Source: an optimization exercise on an open RTL-to-GDS flow (aim: small area). Production flows keep margins and buffers that such runs may drop. At most, simulation tests tie the RTL to the original design; equivalence was not proved. Function not checked in run 2: the RTL went through the layout flow alone. Power and IR drop assume default switching activity.

**design/flow/config.mk**
```make
export PLATFORM = sky130hd
export DESIGN_NAME = data_mem_bank
export DESIGN_NICKNAME = data_mem_bank
export VERILOG_FILES = /design/flow/design.v
export SDC_FILE = /design/flow/constraint.sdc
export NUM_CORES = 4
export LEC_CHECK = 0
export CAP_MARGIN = 5
export CORE_MARGIN = 2
export CORE_UTILIZATION = 45
export CTS_BUF_LIST = sky130_fd_sc_hd__clkbuf_8
export CTS_CLUSTER_DIAMETER = 80
export CTS_CLUSTER_SIZE = 15
export GPL_TIMING_DRIVEN = 0
export PLACE_DENSITY = 0.6
export SETUP_SLACK_MARGIN = 0.3
export SLEW_MARGIN = 5
export SYNTH_HIERARCHICAL = 1
```
**design/flow/constraint.sdc**
```tcl
create_clock -name core_clock -period 5.0 [get_ports {CLK}]
set_input_delay 1.0000 -clock core_clock [delete_from_list [all_inputs] [get_ports {CLK}]]
set_output_delay 1.0000 -clock core_clock [all_outputs]
set_load 0.01 [all_outputs]
```
**design/flow/design.v**
```verilog
package data_mem_pkg;
  typedef enum logic {S_CLEAR, S_IDLE} mem_state_t;
  localparam logic [63:0] CLR_VAL_DEFAULT = '0;
endpackage
module data_mem_bit (
  input  logic clk_i,
  input  logic sel_i,
  input  logic hold_i,
  input  logic d_i,
  output logic q_o
);
  always_ff @(posedge clk_i) begin
    q_o <= (sel_i & d_i) | (hold_i & q_o);
  end
endmodule
module data_mem_wsel (
  input  logic hi_ni,
  input  logic lo_ni,
  input  logic hi_we_i,
  input  logic lo_i,
  output logic sel_o,
  output logic hold_o
);
  assign sel_o  = ~(hi_ni | lo_ni);
  assign hold_o = ~(hi_we_i & lo_i);
endmodule
module data_mem_rd #(
  parameter int unsigned W = 3
) (
  input  logic [W-1:0] sel_i,
  input  logic [W-1:0] d_i,
  output logic         y_no
);
  assign y_no = ~|(sel_i & d_i);
endmodule
module data_mem_rdgate #(
  parameter int unsigned W    = 4,
  parameter bit          OR_N = 1'b0
) (
  input  logic [W-1:0] a_i,
  output logic         y_o
);
  assign y_o = OR_N ? ~|a_i : ~&a_i;
endmodule
module data_mem_rdtree #(
  parameter int unsigned N = 86
) (
  input  logic [N-1:0] in_ni,
  output logic         y_o
);
  function automatic integer fanin(input integer lvl);
    fanin = (lvl % 2 == 0) ? 4 : 2;
  endfunction
  function automatic integer cnt(input integer lvl);
    integer c;
    c = N;
    for (integer l = 0; l < 32; l = l + 1) begin
      if (l < lvl) c = (c + fanin(l) - 1) / fanin(l);
    end
    cnt = c;
  endfunction
  function automatic integer levels(input integer n);
    integer c, l;
    c = n;
    l = 0;
    for (integer i = 0; i < 32; i = i + 1) begin
      if (c > 1) begin
        c = (c + fanin(l) - 1) / fanin(l);
        l = l + 1;
      end
    end
    levels = l;
  endfunction
  localparam int unsigned NL = levels(N);
  logic [N-1:0] lvl [NL+1];
  assign lvl[0] = in_ni;
  for (genvar l = 0; l < NL; l++) begin : g_lvl
    localparam int unsigned F = fanin(l);
    for (genvar g = 0; g < cnt(l + 1); g++) begin : g_gate
      localparam int unsigned W = (cnt(l) - F * g < F) ? cnt(l) - F * g : F;
      data_mem_rdgate #(
        .W   (W),
        .OR_N(l % 2 == 1)
      ) u_gate (
        .a_i(lvl[l][F*g +: W]),
        .y_o(lvl[l+1][g])
      );
    end
    if (cnt(l + 1) < N) begin : g_pad
      assign lvl[l+1][N-1:cnt(l+1)] = '0;
    end
  end
  if (NL % 2 == 1) begin : g_pos
    assign y_o = lvl[NL][0];
  end else begin : g_neg
    assign y_o = ~lvl[NL][0];
  end
endmodule
module data_mem_array #(
  parameter int unsigned   AW      = 8,
  parameter int unsigned   DW      = 8,
  parameter logic [DW-1:0] CLR_VAL = '0
) (
  input  logic          clk_i,
  input  logic          clr_i,
  input  logic          we_i,
  input  logic [AW-1:0] addr_i,
  input  logic [DW-1:0] wdata_i,
  output logic [DW-1:0] rdata_o
);
  localparam int unsigned NW = 1 << AW;
  localparam int unsigned LW = AW / 2;         
  localparam int unsigned HW = AW - LW;
  localparam int unsigned NG = (NW + 2) / 3;   
  localparam bit          CLR_SEL = (CLR_VAL != '0);
  logic [DW-1:0]       mem_q [NW];
  logic [(1<<LW)-1:0]  lo_n, lo_wr;
  logic [(1<<HW)-1:0]  hi_n, hi_wr;
  logic [NW-1:0]       sel, hold;
  logic [DW-1:0]       wd;
  always_comb begin
    for (int k = 0; k < (1 << LW); k++) begin
      lo_n[k]  = ~((CLR_SEL & clr_i) | (addr_i[LW-1:0] == LW'(k)));
      lo_wr[k] = clr_i | (addr_i[LW-1:0] == LW'(k));
    end
    for (int j = 0; j < (1 << HW); j++) begin
      hi_n[j]  = ~((CLR_SEL & clr_i) | (addr_i[AW-1:LW] == HW'(j)));
      hi_wr[j] = clr_i | (we_i & (addr_i[AW-1:LW] == HW'(j)));
    end
  end
  assign wd = clr_i ? CLR_VAL : (we_i ? wdata_i : '0);
  for (genvar i = 0; i < NW; i++) begin : g_word
    data_mem_wsel u_wsel (
      .hi_ni  (hi_n[i >> LW]),
      .lo_ni  (lo_n[i % (1 << LW)]),
      .hi_we_i(hi_wr[i >> LW]),
      .lo_i   (lo_wr[i % (1 << LW)]),
      .sel_o  (sel[i]),
      .hold_o (hold[i])
    );
    for (genvar b = 0; b < DW; b++) begin : g_bit
      data_mem_bit u_bit (
        .clk_i (clk_i),
        .sel_i (sel[i]),
        .hold_i(hold[i]),
        .d_i   (wd[b]),
        .q_o   (mem_q[i][b])
      );
    end
  end
  for (genvar b = 0; b < DW; b++) begin : g_rd
    logic [NW-1:0] col;
    logic [NG-1:0] part_n;
    for (genvar i = 0; i < NW; i++) begin : g_col
      assign col[i] = mem_q[i][b];
    end
    for (genvar g = 0; g < NG; g++) begin : g_slice
      localparam int unsigned W = (NW - 3 * g < 3) ? NW - 3 * g : 3;
      data_mem_rd #(
        .W(W)
      ) u_rd (
        .sel_i(sel[3*g +: W]),
        .d_i  (col[3*g +: W]),
        .y_no (part_n[g])
      );
    end
    data_mem_rdtree #(
      .N(NG)
    ) u_tree (
      .in_ni(part_n),
      .y_o  (rdata_o[b])
    );
  end
endmodule
module data_mem_bank #(
  parameter int unsigned   AW       = 8,
  parameter int unsigned   DW       = 8,
  parameter bit            REG_READ = 1'b1,
  parameter logic [DW-1:0] CLR_VAL  = DW'(data_mem_pkg::CLR_VAL_DEFAULT)
) (
  input  logic          CLK,
  input  logic          RST_N,
  input  logic [AW-1:0] DataAddress,
  input  logic          ReadMem,
  input  logic          WriteMem,
  input  logic [DW-1:0] DataIn,
  input  logic          ClearMem,
  output logic [DW-1:0] DataOut,
  output logic          Busy,
  output logic          AccessErr
);
  logic          busy_q;
  logic [AW-1:0] clr_ptr_q;
  logic          access_err_q;
  logic [DW-1:0] rd_data;
  always_ff @(posedge CLK or negedge RST_N) begin
    if (!RST_N) begin
      busy_q       <= 1'b1;
      clr_ptr_q    <= '0;
      access_err_q <= 1'b0;
    end else begin
      access_err_q <= (ReadMem | WriteMem) & busy_q;
      if (busy_q) begin
        clr_ptr_q <= clr_ptr_q + AW'(1);
        if (clr_ptr_q == '1) busy_q <= 1'b0;
      end else if (ClearMem) begin
        busy_q <= 1'b1;
      end
    end
  end
  assign Busy      = busy_q;
  assign AccessErr = access_err_q;
  data_mem_array #(
    .AW(AW),
    .DW     (DW),
    .CLR_VAL(CLR_VAL)
  ) u_array (
    .clk_i    (CLK),
    .clr_i    (busy_q),
    .we_i     (WriteMem),
    .addr_i   (DataAddress),
    .wdata_i  (DataIn),
    .rdata_o  (rd_data)
  );
  if (REG_READ) begin : g_reg_read
    logic [DW-1:0] dout_q;
    always_ff @(posedge CLK or negedge RST_N) begin
      if (!RST_N) begin
        dout_q <= '0;
      end else if (!busy_q && ReadMem) begin
        dout_q <= WriteMem ? DataIn : rd_data;
      end
    end
    assign DataOut = dout_q;
  end else begin : g_comb_read
    assign DataOut = rd_data;
  end
endmodule
```
**design/flow/run.sh**
```bash
#!/bin/bash
# synth_recipe.tcl (not shown) runs the flow's synth.tcl, then flattens the netlist and writes it again
# the make line also repeats each setting of config.mk as NAME=value (left out here)
make -C /OpenROAD-flow-scripts/flow DESIGN_CONFIG=/design/flow/config.mk WORK_HOME=/design/flow/orfs CLKGATE_MAP_FILE= SYNTH_SCRIPT=/design/flow/synth_recipe.tcl finish
```
==> results.sh, run 1 <==
export IMPL_ir_drop_uv=259
export IMPL_synth_seq_area_share_pct=58.5
export IMPL_start_kind="input port"
export IMPL_avgSynthCellArea_sq_um=12.3
export IMPL_antenna_found_initial=9
export IMPL_synth_xor_area_share_pct=0.0865
export IMPL_gr_usage_met2_pct=40.3
export IMPL_ctsRootBufferMaster="clkbuf_8"
export IMPL_tightest_slew_ns=1.43
export IMPL_grt_pass1_wl_microns=351000
export IMPL_syn_inst=5783
export IMPL_p_int_mw=19.5
export IMPL_synthesis_nets=5805
export IMPL_synth_compound_area_share_pct=35.4
export IMPL_drt_wl_total_microns=238000
export IMPL_synth_cell_types=38
export IMPL_cts_sinks=2066
export IMPL_die_w_microns=401
export IMPL_cp_num_buf_inv=3
export IMPL_viasPerCell=7.02
export IMPL_cpLargestDelayFamily="simple AND/OR/NAND/NOR gates"
export IMPL_max_slew_margin_pct=4.73
export IMPL_pin_count=31
export IMPL_ant_nets=0
export IMPL_top_usage_layer="met1"
export IMPL_setup_viol=0
export IMPL_grt_usage_pct=28.2
export IMPL_path_cells="clkdlybuf4s50_1 -> buf_6 -> nor2b_4 -> buf_6 -> nand2_2 -> nor2_2 -> a222oi_1 -> nand4_1 -> nor2_1 -> nand4_1 -> nor2_1 -> nand2_1 -> mux2i_1 -> o21ai_1"
export IMPL_finalSetupTns_ns=0
export IMPL_slowest_delay_ns=0.60
export IMPL_crit_path_top_delay_cell="nor2_1"
export IMPL_r2r_slack_ns=1.49
export IMPL_required_ns=5.79
export IMPL_seqPwrFrac_pct=66.1
export IMPL_fmax_mhz=209
export IMPL_area_growth_pct=9.60
export IMPL_yosysWarnings=13
export IMPL_clockPowerShare_pct=32.6
export IMPL_dieArea_sq_um=161000
export IMPL_use_met1_pct=41.0
export IMPL_power_leakage_nw=29.0
export IMPL_path_clk_slew_ns=0.11
export IMPL_grt_pass1_vias=52813
export IMPL_synth_top_cell_by_area="dfxtp_1"
export IMPL_die_y_microns=401
export IMPL_gp_congestion=0.817
export IMPL_hold_ws_ns=0.476
export IMPL_synth_top_family_by_area="compound AO/OA/AOI/OAI gates"
export IMPL_min_path_type="flop to flop"
export IMPL_clk_latency_ns=0.91
export IMPL_synth_top_area_share_pct=57.8
export IMPL_gr_total_overflow=0
export IMPL_post_route_util_pct=49.7
export IMPL_wire_per_inst_microns=29.4
export IMPL_worstPathArrival_ns=5.57
export IMPL_worst_setup_path_type="input port to flop"
export IMPL_io_buffers=25
export IMPL_hpwlAfterDp_microns=146000
export IMPL_layout_nets=6047
export IMPL_yosys_area_share_simple_pct=5.62
export IMPL_yosys_top_cells_area="dfxtp_1 58%, a22o_1 25%, a222oi_1 9.6%"
export IMPL_drt_first_pass_iters=13
export IMPL_syn_cell_area_sq_um=70900
export IMPL_dr_total_vias=56861
export IMPL_cts_tree="yes"
export IMPL_maxCapViolations=0
export IMPL_min_period_ns=4.78
export IMPL_synthMuxAreaShare_pct=0.129
export IMPL_htreeDepth=4
export IMPL_start_util_pct=45.3
export IMPL_final_cell_mix="2048 x a22o_1, 2048 x dfxtp_1, 680 x a222oi_1, 298 x nand2_1, 290 x nor2_1"
export IMPL_critPathMaxFanout=16
export IMPL_finalHoldViolations=0
export IMPL_synth_adder_area_share_pct=0.0177
export IMPL_finClkSkew_ns=0.0338
export IMPL_power_density_nw_per_um2=322
export IMPL_core_area_sq_um=156000
export IMPL_cts_buffers_inserted=155
export IMPL_drtIter0Drc=9276
export IMPL_met3_usage_pct=5.84
export IMPL_drc=0
export IMPL_grt_max_degree=68
export IMPL_clockBufferDepth=3
export IMPL_swShare_pct=22.0
export IMPL_fin_ws_ns=0.224
export IMPL_synth_seq_cells=2066
export IMPL_final_max_slew_violation_count=0
export IMPL_pre_cts_ws_ns=-0.740
export IMPL_drive_gt1_share_pct=6.21
export IMPL_crit_path_end_kind="flop"
export IMPL_rsz0062_at_grt="false"
export IMPL_row_count=145
export IMPL_switchingPower_mw=5.50
export IMPL_outcome="finished clean"
export IMPL_pwr_share_comb_pct=1.3
export IMPL_fin_crit_sh_pct=95.5
## metal layers
layer	up-vias	routed length [microns]
li1	25296	-
met1	28335	106000
met2	2760	101000
met3	464	21300
met4	6	10500
met5	-	41
## Yosys cell counts, drive strengths merged
master and number:
a22o 2048, dfxtp 2048, a222oi 680, nor2 358, nand2 316, nand4 186
buf 20, a31o 18, nand3 18, dfrtp 17, a21o 9, and2 9
inv 8, mux2i 8, nor2b 8, o21ai 8, xor2 5, a41o 4
clkbuf 3, nand2b 2, xnor2 2, and2b 1, dfstp 1, ha 1
mux2 1, nor3 1, nor4 1, o21a 1, o32a 1
## timing repair
action / in CTS / in global routing
resized for setup: 20 / 54
setup buffers: 0 / 0
endpoints found under the setup margin: 6 / 8
hold endpoints to repair: 0 / 0
hold buffers: 0 / 0
## layout make-up
cell class / count / area, sq um
clock buffer: 163 / 2240
timing repair buffer: 85 / 1670
clock inverter: 4 / 15.0
multi-input combinational: 3686 / 29500
tap: 2058 / 2570
buffer: 23 / 175
sequential: 2066 / 41500
fill: 13853 / 78700
antenna: 3 / 7.51
inverter: 8 / 30.0
## kinds of logic (layout without fill, tap and decap cells)
logic type      count (synthesis)  after routing
compound gates               2769           2769
flops                        2066           2066
simple gates                  900            900
buf+inv                        31            283
mux                             9              9
xor+xnor                        7              7
fa+ha+maj                       1              1
other cells                     0              3
## modules after synthesis (local to each module, per instance), excerpt
module,flip-flops and latches,cells,times used,cell area (sq um)
data_mem_bit,1,2,2048,28.8
data_mem_bank,18,69,1,820
data_mem_wsel,0,2,256,7.51
## registers in the layout (all words and copies together) (netlist names)
name / cells
clr_ptr_q: 8
access_err_q: 1
busy_q: 1
g_reg_read.dout_q: 8
u_array.g_word.g_bit.u_bit.q_o: 2048
## worst register-to-register path, cell delays in order, from the launching register on
cell and delay [ns]:
dfstp_2 0.81, clkbuf_1 0.50, a31o_2 1.14, nand2_1 0.58
a22o_1 0.36
## path summary, 6_finish.rpt
check                                                      start                                     to  cells past startpoint
max                                               DataAddress[6]                   g_reg_read.dout_q[3]                     14
min                        u_array.g_word[34].g_bit[5].u_bit.q_o  u_array.g_word[34].g_bit[5].u_bit.q_o                      1
max reg2reg                                               busy_q   u_array.g_word[7].g_bit[4].u_bit.q_o                      4
min reg2reg                u_array.g_word[34].g_bit[5].u_bit.q_o  u_array.g_word[34].g_bit[5].u_bit.q_o                      1
max in group asynchronous                                  RST_N                           access_err_q                      1
min in group asynchronous                                  RST_N                   g_reg_read.dout_q[2]                      1
## through the flow
step,power [mW],std cells,instance area (sq um)
3_3_place_gp,17.2,7866,73700
5_1_grt,25.8,8094,77700
4_1_cts,25.2,8093,77500
6_report,25.0,8096,77700
3_5_place_dp,17.2,7926,75200
2_1_floorplan,17.0,5783,70900
## power by group through the flow
stage	registers, mW	logic (mW)	clock network [mW]
detailed placement	16.9	0.317	0
finish	16.5	0.335	8.14
global route	16.5	0.347	8.95
floorplan	16.9	0.151	0
CTS	16.5	0.321	8.35
global placement	16.9	0.292	0
==> run 2, diff against run 1 <==
--- a/design/flow/design.v
+++ b/design/flow/design.v
@@ -109,7 +109,7 @@
   output logic [DW-1:0] rdata_o
 );
   localparam int unsigned NW = 1 << AW;
-  localparam int unsigned LW = AW / 2;         
+  localparam int unsigned LW = (AW >= 4) ? AW / 2 - 1 : AW / 2;   
   localparam int unsigned HW = AW - LW;
   localparam int unsigned NG = (NW + 2) / 3;   
   localparam bit          CLR_SEL = (CLR_VAL != '0);
==> run 2 against run 1 <==
Net effect: hold slack worse by 0.0017 ns; via count is 0.65% higher; synthesized cell count is 0.42% higher; utilization is 0.080 points higher; worst setup slack better by 0.045 ns; critical path depth is 1 lower; critical endpoint is now g_reg_read.dout_q[2]; largest power group unchanged; highest routed layer is now met4; fmax is 0.95% higher; cell count is 0.44% higher; sequential share of layout area is 0.15 points lower; clock skew is 0.0033 ns lower; die area is 0.33% higher.
==> results.sh, run 2 <==
export IMPL_placed_area_sq_um=75500
export IMPL_finalHoldViolations=0
export IMPL_reg_largest_list="u_array.g_word.g_bit.u_bit.q_o x2048, clr_ptr_q x8, g_reg_read.dout_q x8"
export IMPL_top_register="u_array.g_word.g_bit.u_bit.q_o"
export IMPL_switchingPower_mw=5.58
export IMPL_pin_count=31
export IMPL_synth_top_area_share_pct=57.7
export IMPL_dieArea_sq_um=161000
export IMPL_synthesis_nets=5829
export IMPL_clockBufferDepth=3
export IMPL_maxCapViolations=0
export IMPL_dr_total_vias=57232
export IMPL_syn_cell_area_sq_um=71100
export IMPL_crit_path_end_kind="flop"
export IMPL_setup_viol=0
export IMPL_wire_per_inst_microns=28.6
export IMPL_drt_wl_total_microns=233000
export IMPL_die_w_microns=402
export IMPL_grt_max_degree=70
export IMPL_ir_drop_uv=275
export IMPL_grt_pass1_vias=52669
export IMPL_htreeDepth=4
export IMPL_power_density_nw_per_um2=322
export IMPL_post_route_util_pct=49.8
export IMPL_cts_sinks=2066
export IMPL_worstHoldPathCells=1
export IMPL_r2r_slack_ns=1.95
export IMPL_min_from="u_array.g_word[235].g_bit[0].u_bit.q_o"
export IMPL_design_area_sq_um=77900
export IMPL_critical_path_reg2reg_endpoint="u_array.g_word[79].g_bit[1].u_bit.q_o"
export IMPL_antenna_found_initial=7
export IMPL_cts_hold_fix_buffers=0
export IMPL_io_buffers=29
export IMPL_start_kind="input port"
export IMPL_yosys_top_cells_area="dfxtp_1 58%, a22o_1 25%, a222oi_1 9.6%"
export IMPL_pwr_share_comb_pct=1.4
export IMPL_gr_total_overflow=0
export IMPL_gp_congestion=0.831
export IMPL_grt_pass1_wl_microns=347000
export IMPL_final_max_slew_violation_count=0
export IMPL_finClkSkew_ns=0.0305
export IMPL_finalSetupTns_ns=0
export IMPL_largest_register_ffs=2048
export IMPL_avgSynthCellArea_sq_um=12.2
export IMPL_synth_edf_count=0
export IMPL_start_util_pct=45.4
export IMPL_fin_crit_sh_pct=94.6
export IMPL_outcome="finished clean"
export IMPL_p_int_mw=19.5
export IMPL_drt_first_pass_iters=10
export IMPL_ant_nets=0
export IMPL_r2r_start="busy_q"
export IMPL_clockPowerShare_pct=32.8
export IMPL_max_slew_margin_pct=15.7
export IMPL_post_cts_buffers=0
export IMPL_viasPerCell=7.04
export IMPL_worstPathArrival_ns=5.55
export IMPL_synth_seq_area_share_pct=58.3
export IMPL_area_growth_pct=9.54
export IMPL_cts_buffers_inserted=156
export IMPL_required_ns=5.82
export IMPL_hpwlAfterDp_microns=144000
export IMPL_synth_cell_types=45
export IMPL_fmax_mhz=211
export IMPL_synth_seq_cells=2066
export IMPL_tightest_slew_ns=1.26
export IMPL_drc=0
export IMPL_clk_latency_ns=0.93
export IMPL_drtIter0Drc=9399
export IMPL_ys_top_cells_by_count="2048 x a22o_1, 2048 x dfxtp_1, 680 x a222oi_1"
export IMPL_worst_setup_path_type="input port to flop"
export IMPL_grt_usage_pct=27.5
export IMPL_synth_async_reset_ratio_pct=0.871
export IMPL_critPathMaxFanout=16
export IMPL_min_period_ns=4.73
export IMPL_min_path_type="flop to flop"
export IMPL_syn_inst=5807
export IMPL_swShare_pct=22.2
export IMPL_path_clk_slew_ns=0.10
export IMPL_core_area_sq_um=157000
export IMPL_power_leakage_nw=29.2
export IMPL_hold_ws_ns=0.474
export IMPL_drive_gt1_share_pct=5.04
export IMPL_ctsRootBufferMaster="clkbuf_8"
export IMPL_synth_top_cell_by_area="dfxtp_1"
export IMPL_seqPwrFrac_pct=65.8
export IMPL_yosysWarnings=13
export IMPL_row_count=145
export IMPL_ff2ff_path_depth=6
export IMPL_die_y_microns=402
export IMPL_ys_flop_type="dfxtp_1"
export IMPL_layout_nets=6075
export IMPL_hold_end="u_array.g_word[235].g_bit[0].u_bit.q_o"
export IMPL_cts_tree="yes"
export IMPL_rsz0062_at_grt="false"
export IMPL_final_cell_mix="2048 x a22o_1, 2048 x dfxtp_1, 680 x a222oi_1, 338 x nor2_1, 312 x nand2_1"
-- run 2: cell count changes in the layout (fill, tap and decap cells not counted), moves of 8 or more --
| cell | change |
|---|---|
| buf_12 | -15 |
| nor2_1 | +48 |
| a21o_1 | +14 |
| a41o_1 | +8 |
| nand2_1 | +14 |
| buf_8 | +8 |
| nor2_2 | -49 |
| a21o_2 | -9 |
| nand2_2 | -17 |
-- run 2: cells by family (layout without fill, tap and decap cells) --
logic type      after synthesis  in the layout  synth area share, %
xor+xnor                      7              7               0.0862
simple gates                921            921                 5.92
mux                           9              9                0.128
other cells                   0              4                    0
fa+ha+maj                     1              1               0.0176
compound gates             2771           2771                 35.3
buf+inv                      32            295                0.297
flops                      2066           2066                 58.3
-- run 2: worst max-delay path, stage by stage --
cell             delay (ns)
clkdlybuf4s50_1        0.70
buf_6                  0.22
and4bb_1               0.44
nand2b_1               0.39
nor2_1                 0.33
a222oi_1               0.60
nand4_1                0.33
nor2_1                 0.49
nand4_1                0.35
nor2_1                 0.18
nand2_1                0.21
mux2i_1                0.21
o21ai_1                0.07
-- run 2: per-layer routing --
metal	wire length, microns	vias to the layer above	global-route usage (%)
met5	0	-	0
li1	-	25387	-
met3	19400	362	4.11
met2	99500	2642	40.2
met4	7080	0	8.14
met1	107000	28841	41.6
-- run 2: repair_timing --
item	4_1_cts	5_1_grt
hold endpoints to repair	0	0
resized for setup	9	14
setup endpoints to repair	7	8
-- run 2: worst max-delay path by stage --
stage	from	to	slack [ns]	depth (start not counted)
finish	DataAddress[5]	g_reg_read.dout_q[2]	0.27	13
global route	DataAddress[5]	g_reg_read.dout_q[1]	0.32	13
CTS	DataAddress[7]	g_reg_read.dout_q[4]	0.40	12
detailed placement	DataAddress[7]	g_reg_read.dout_q[6]	-0.82	12
global placement	DataAddress[2]	u_array.g_word[158].g_bit[2].u_bit.q_o	-5.22	5
floorplan	WriteMem	u_array.g_word[0].g_bit[0].u_bit.q_o	1.01	3
-- run 2: through the flow --
stage	setup slack, ns	cells	total power, mW
2_1_floorplan	1.01	5807	17.0
3_3_place_gp	-5.22	7894	17.2
3_5_place_dp	-0.821	7953	17.2
4_1_cts	0.403	8128	25.3
5_1_grt	0.324	8131	25.9
6_report	0.269	8132	25.1
-- run 2: cell type report --
class                      count  area [sq um]
multi-input combinational   3709         29600
tap                         2058          2570
clock inverter                13          90.1
sequential                  2066         41500
fill                       13782         78700
inverter                       8          30.0
timing repair buffer          88          1710
clock buffer                 162          2230
buffer                        24           183
antenna                        4          10.0
-- run 2: per-module statistics from Yosys, one instance, submodules excluded, a selection --
module	copies in the design	cells inside
data_mem_bank	1	69
data_mem_bit	2048	2
data_mem_wsel	256	2
-- run 2: power groups by stage --
| stage | Combinational, mW | Clock [mW] | Sequential, mW |
|---|---|---|---|
| 6_report | 0.357 | 8.23 | 16.5 |
| 5_1_grt | 0.370 | 9.03 | 16.5 |
| 4_1_cts | 0.351 | 8.42 | 16.5 |
| 3_5_place_dp | 0.349 | 0 | 16.9 |
| 3_3_place_gp | 0.316 | 0 | 16.9 |
| 2_1_floorplan | 0.160 | 0 | 16.9 |
==> run 3, diff against run 2 <==
--- a/design/flow/design.v
+++ b/design/flow/design.v
@@ -109,7 +109,7 @@
   output logic [DW-1:0] rdata_o
 );
   localparam int unsigned NW = 1 << AW;
-  localparam int unsigned LW = (AW >= 4) ? AW / 2 - 1 : AW / 2;   
+  localparam int unsigned LW = AW / 2;         
   localparam int unsigned HW = AW - LW;
   localparam int unsigned NG = (NW + 2) / 3;   
   localparam bit          CLR_SEL = (CLR_VAL != '0);
==> design/flow/config.mk (replaced) <==
export PLATFORM = sky130hd
export DESIGN_NAME = data_mem_bank
export DESIGN_NICKNAME = data_mem_bank
export VERILOG_FILES = /design/flow/design.v
export SDC_FILE = /design/flow/constraint.sdc
export NUM_CORES = 4
export LEC_CHECK = 0
export CAP_MARGIN = 20
export CORE_MARGIN = 2
export CORE_UTILIZATION = 45
export CTS_BUF_LIST = sky130_fd_sc_hd__clkbuf_8 sky130_fd_sc_hd__clkbuf_16
export CTS_CLUSTER_DIAMETER = 50
export CTS_CLUSTER_SIZE = 20
export GPL_TIMING_DRIVEN = 0
export PLACE_DENSITY = 0.6
export SETUP_SLACK_MARGIN = 0.3
export SLEW_MARGIN = 20
export SYNTH_HIERARCHICAL = 1
==> run 3 against run 2 <==
Net effect: combinational power decreased by 5.9%; register-to-register slack got worse by 0.17 ns; global-route usage increased by 0.70 points; first-iteration DRC count decreased by 5.2%; flip-flop and latch count unchanged; worst setup slack got worse by 0.12 ns; largest cell class unchanged.
==> results.sh, run 3 <==
export IMPL_grt_max_degree=59
export IMPL_antenna_found_initial=7
export IMPL_cpMostUsedCell="nor2_1"
export IMPL_reg_largest_list="u_array.g_word.g_bit.u_bit.q_o x2048, clr_ptr_q x8, g_reg_read.dout_q x8"
export IMPL_max_slew_margin_pct=20.6
export IMPL_drtIter0Drc=8908
export IMPL_wl_met3_microns=22100
export IMPL_min_path_type="flop to flop"
export IMPL_drive_gt1_share_pct=8.56
export IMPL_htreeDepth=4
export IMPL_synth_edf_count=0
export IMPL_post_cts_buffers=0
export IMPL_gr_total_overflow=0
export IMPL_grt_usage_pct=28.2
export IMPL_dr_total_vias=57432
export IMPL_gp_congestion=0.817
export IMPL_cts_buffers_inserted=166
export IMPL_largest_register_ffs=2048
export IMPL_synth_seq_cells=2066
export IMPL_yosysWarnings=13
export IMPL_top_register="u_array.g_word.g_bit.u_bit.q_o"
export IMPL_synth_cell_types=38
export IMPL_cts_sinks=2066
export IMPL_power_density_nw_per_um2=380
export IMPL_pin_count=31
export IMPL_cts_tree="yes"
export IMPL_clk_latency_ns=0.83
export IMPL_syn_inst=5783
export IMPL_synthesis_nets=5805
export IMPL_ir_drop_uv=353
export IMPL_finClkSkew_ns=0.0329
export IMPL_tightest_slew_ns=1.19
export IMPL_yosys_top_cells_area="dfxtp_1 58%, a22o_1 25%, a222oi_1 9.6%"
export IMPL_power_leakage_nw=30.7
export IMPL_viasPerCell=6.97
export IMPL_synth_async_reset_ratio_pct=0.871
export IMPL_crit_path_top_delay_cell="clkdlybuf4s50_1"
export IMPL_core_area_sq_um=156000
export IMPL_top_layer="met5"
export IMPL_path_clk_slew_ns=0.07
export IMPL_wire_per_inst_microns=28.9
export IMPL_synth_top_cell_by_area="dfxtp_1"
export IMPL_io_buffers=25
export IMPL_required_ns=5.69
export IMPL_finalHoldViolations=0
export IMPL_grt_pass1_wl_microns=351000
export IMPL_start_kind="input port"
export IMPL_dr_wl_met2_microns=102000
export IMPL_final_cell_mix="2048 x a22o_1, 2048 x dfxtp_1, 680 x a222oi_1, 298 x nand2_1, 274 x nor2_1"
export IMPL_outcome="finished clean"
export IMPL_avgSynthCellArea_sq_um=12.3
export IMPL_path_cells="clkdlybuf4s50_1 -> buf_6 -> nor2b_4 -> buf_6 -> nand2_2 -> nor2_1 -> a222oi_1 -> nand4_1 -> nor2_1 -> nand4_1 -> nor2_1 -> nand2_1 -> mux2i_1 -> o21ai_1"
export IMPL_die_y_microns=401
export IMPL_grt_pass1_vias=52918
export IMPL_synth_seq_area_share_pct=58.5
export IMPL_setup_viol=0
export IMPL_worst_setup_path_type="input port to flop"
export IMPL_layout_nets=6063
export IMPL_drt_wl_total_microns=238000
export IMPL_start_util_pct=45.3
export IMPL_drc=0
export IMPL_die_w_microns=401
export IMPL_syn_cell_area_sq_um=70900
export IMPL_critPathMaxFanout=16
export IMPL_ctsRootBufferMaster="clkbuf_16"
export IMPL_ys_top_cells_by_count="2048 x a22o_1, 2048 x dfxtp_1, 680 x a222oi_1"
export IMPL_rsz0062_at_grt="true"
export IMPL_fin_crit_sh_pct=97.0
export IMPL_min_period_ns=4.85
export IMPL_ys_flop_type="dfxtp_1"
export IMPL_slowest_delay_ns=0.59
export IMPL_maxCapViolations=0
export IMPL_worstPathArrival_ns=5.54
export IMPL_clockBufferDepth=3
export IMPL_cts_hold_fix_buffers=0
export IMPL_drt_first_pass_iters=12
export IMPL_finalSetupTns_ns=0
export IMPL_crit_path_end_kind="flop"
export IMPL_area_growth_pct=15.0
export IMPL_ant_nets=0
export IMPL_totalPowerFinal_mw=31.0
export IMPL_synth_top_area_share_pct=57.8
export IMPL_row_count=145
export IMPL_dieArea_sq_um=161000
export IMPL_nFillCells=13484
export IMPL_drt_met1_wl_microns=105000
export IMPL_fmax_mhz=206
export IMPL_final_max_slew_violation_count=0
export IMPL_hpwlAfterDp_microns=145000
## run 3: cell count changes in the layout (fill, tap and decap cells not counted), moves of 14 or more
cell / previous run / this run
bufinv_16: 0 / 16
clkbuf_8: 162 / 11
nor2_1: 338 / 274
nand2_1: 312 / 298
nor2_2: 18 / 83
a21o_1: 14 / 0
clkbuf_16: 0 / 171
inv_6: 2 / 33
buf_12: 9 / 26
clkinvlp_4: 3 / 19
## run 3: per-module statistics from Yosys, one instance, submodules excluded, a selection
module         cells inside  cell area, sq um  flip-flops and latches
data_mem_bank            69               820                      18
data_mem_bit              2              28.8                       1
data_mem_wsel             2              7.51                       0
## run 3: area by class of cell
class / count / area, sq um / area share [%]
inverters: 8 / 30.0 / 0.0369
well taps: 2058 / 2570 / 3.16
repair buffers: 90 / 1670 / 2.05
clock inverters: 127 / 1470 / 1.80
flip-flops and latches: 2066 / 41500 / 50.9
clock buffers: 182 / 4430 / 5.44
multi-input cells: 3686 / 29700 / 36.4
diodes: 2 / 5.00 / 0.00614
plain buffers: 23 / 175 / 0.215
## run 3: kinds of logic after synthesis
group / after synthesis / synth area share (%)
mux: 9 / 0.129
flops: 2066 / 58.5
compound gates: 2769 / 35.4
buf+inv: 31 / 0.290
fa+ha+maj: 1 / 0.0177
simple gates: 900 / 5.62
xor+xnor: 7 / 0.0865
## run 3: routing by layer
layer	up-vias	global-route usage (%)
met5	-	0
met4	6	11.6
met1	28625	40.8
met3	457	5.93
li1	25536	-
met2	2808	40.7
## run 3: per-stage QoR
stage / hold WS, ns / instance area, sq um / util (%) / std cells / setup WS, ns
final: 0.470 / 81500 / 52.1 / 8242 / 0.148
after global routing: 0.482 / 81500 / 52.1 / 8240 / 0.298
after CTS: 0.474 / 81300 / 52.0 / 8234 / 0.293
after detailed placement: 0.451 / 75300 / 48.2 / 7925 / -0.734
after global placement: 0.450 / 73700 / 47.1 / 7866 / -3.05
after floorplan: 0.438 / 70900 / - / 5783 / 0.958
## run 3: what timing repair did
item	CTS	global route
endpoints found under the hold margin	0	0
gates resized for setup	24	7
setup endpoints to repair	8	8
pin swaps	0	0
## run 3: path summary, 6_finish.rpt
| path | start | to | slack [ns] | cells after the start |
|---|---|---|---|---|
| max | DataAddress[6] | g_reg_read.dout_q[3] | 0.15 | 14 |
| min | u_array.g_word[253].g_bit[7].u_bit.q_o | u_array.g_word[253].g_bit[7].u_bit.q_o | 0.47 | 1 |
| max reg2reg | busy_q | u_array.g_word[80].g_bit[2].u_bit.q_o | 1.78 | 4 |
| min reg2reg | u_array.g_word[253].g_bit[7].u_bit.q_o | u_array.g_word[253].g_bit[7].u_bit.q_o | 0.47 | 1 |
| max in group asynchronous | RST_N | clr_ptr_q[3] | 3.84 | 1 |
| min in group asynchronous | RST_N | access_err_q | 0.64 | 1 |
## run 3: critical path, delay by kind of cell
kind / cells / cell delay (ns)
simple gates: 8 / 2.66
compound gates: 2 / 0.66
mux: 1 / 0.17
buf+inv: 3 / 1.00
## run 3: power by group
| part | internal (mW) | switching (mW) | leakage (nW) |
|---|---|---|---|
| logic | 0.0898 | 0.246 | 11.2 |
| registers | 16.5 | 0.0311 | 16.7 |
| clock network | 7.48 | 6.67 | 2.88 |

==> afterwards: timing with drivers on the ports <==
No port has a modelled driver above. Below, the same layouts with a new extraction and two added sets of constraints. Step 1, drivers: a clkbuf_16 drives CLK and a buf_2 each remaining input, both assumed. Step 2 also shifts input and output timing later by t, the mid clock arrival at the registers, as if the neighbouring blocks saw the same clock. Three values: ideal, step 1, step 2; two values: the first two.
| run | shift t [ns] | setup WS [ns] | hold slack, ns | worst register clock-pin slew, ns | cell pins on the clock port's net |
|---|---|---|---|---|---|
| run 1 | 0.974 | 0.224 / 0.277 / -0.697 | 0.476 / 0.476 / 0.476 | 0.11 / 0.11 | 1 |
| run 2 | 1.002 | 0.269 / 0.319 / -0.682 | 0.474 / 0.474 / 0.474 | 0.10 / 0.10 | 1 |
| run 3 | 0.891 | 0.148 / 0.203 / -0.688 | 0.470 / 0.470 / 0.470 | 0.08 / 0.08 | 1 |
With both steps, setup timing fails in every run listed, where it was met with ideal ports. The setup slack of run 2, which loses most, moves by +0.050 ns with the drivers and by -0.951 ns with both steps.
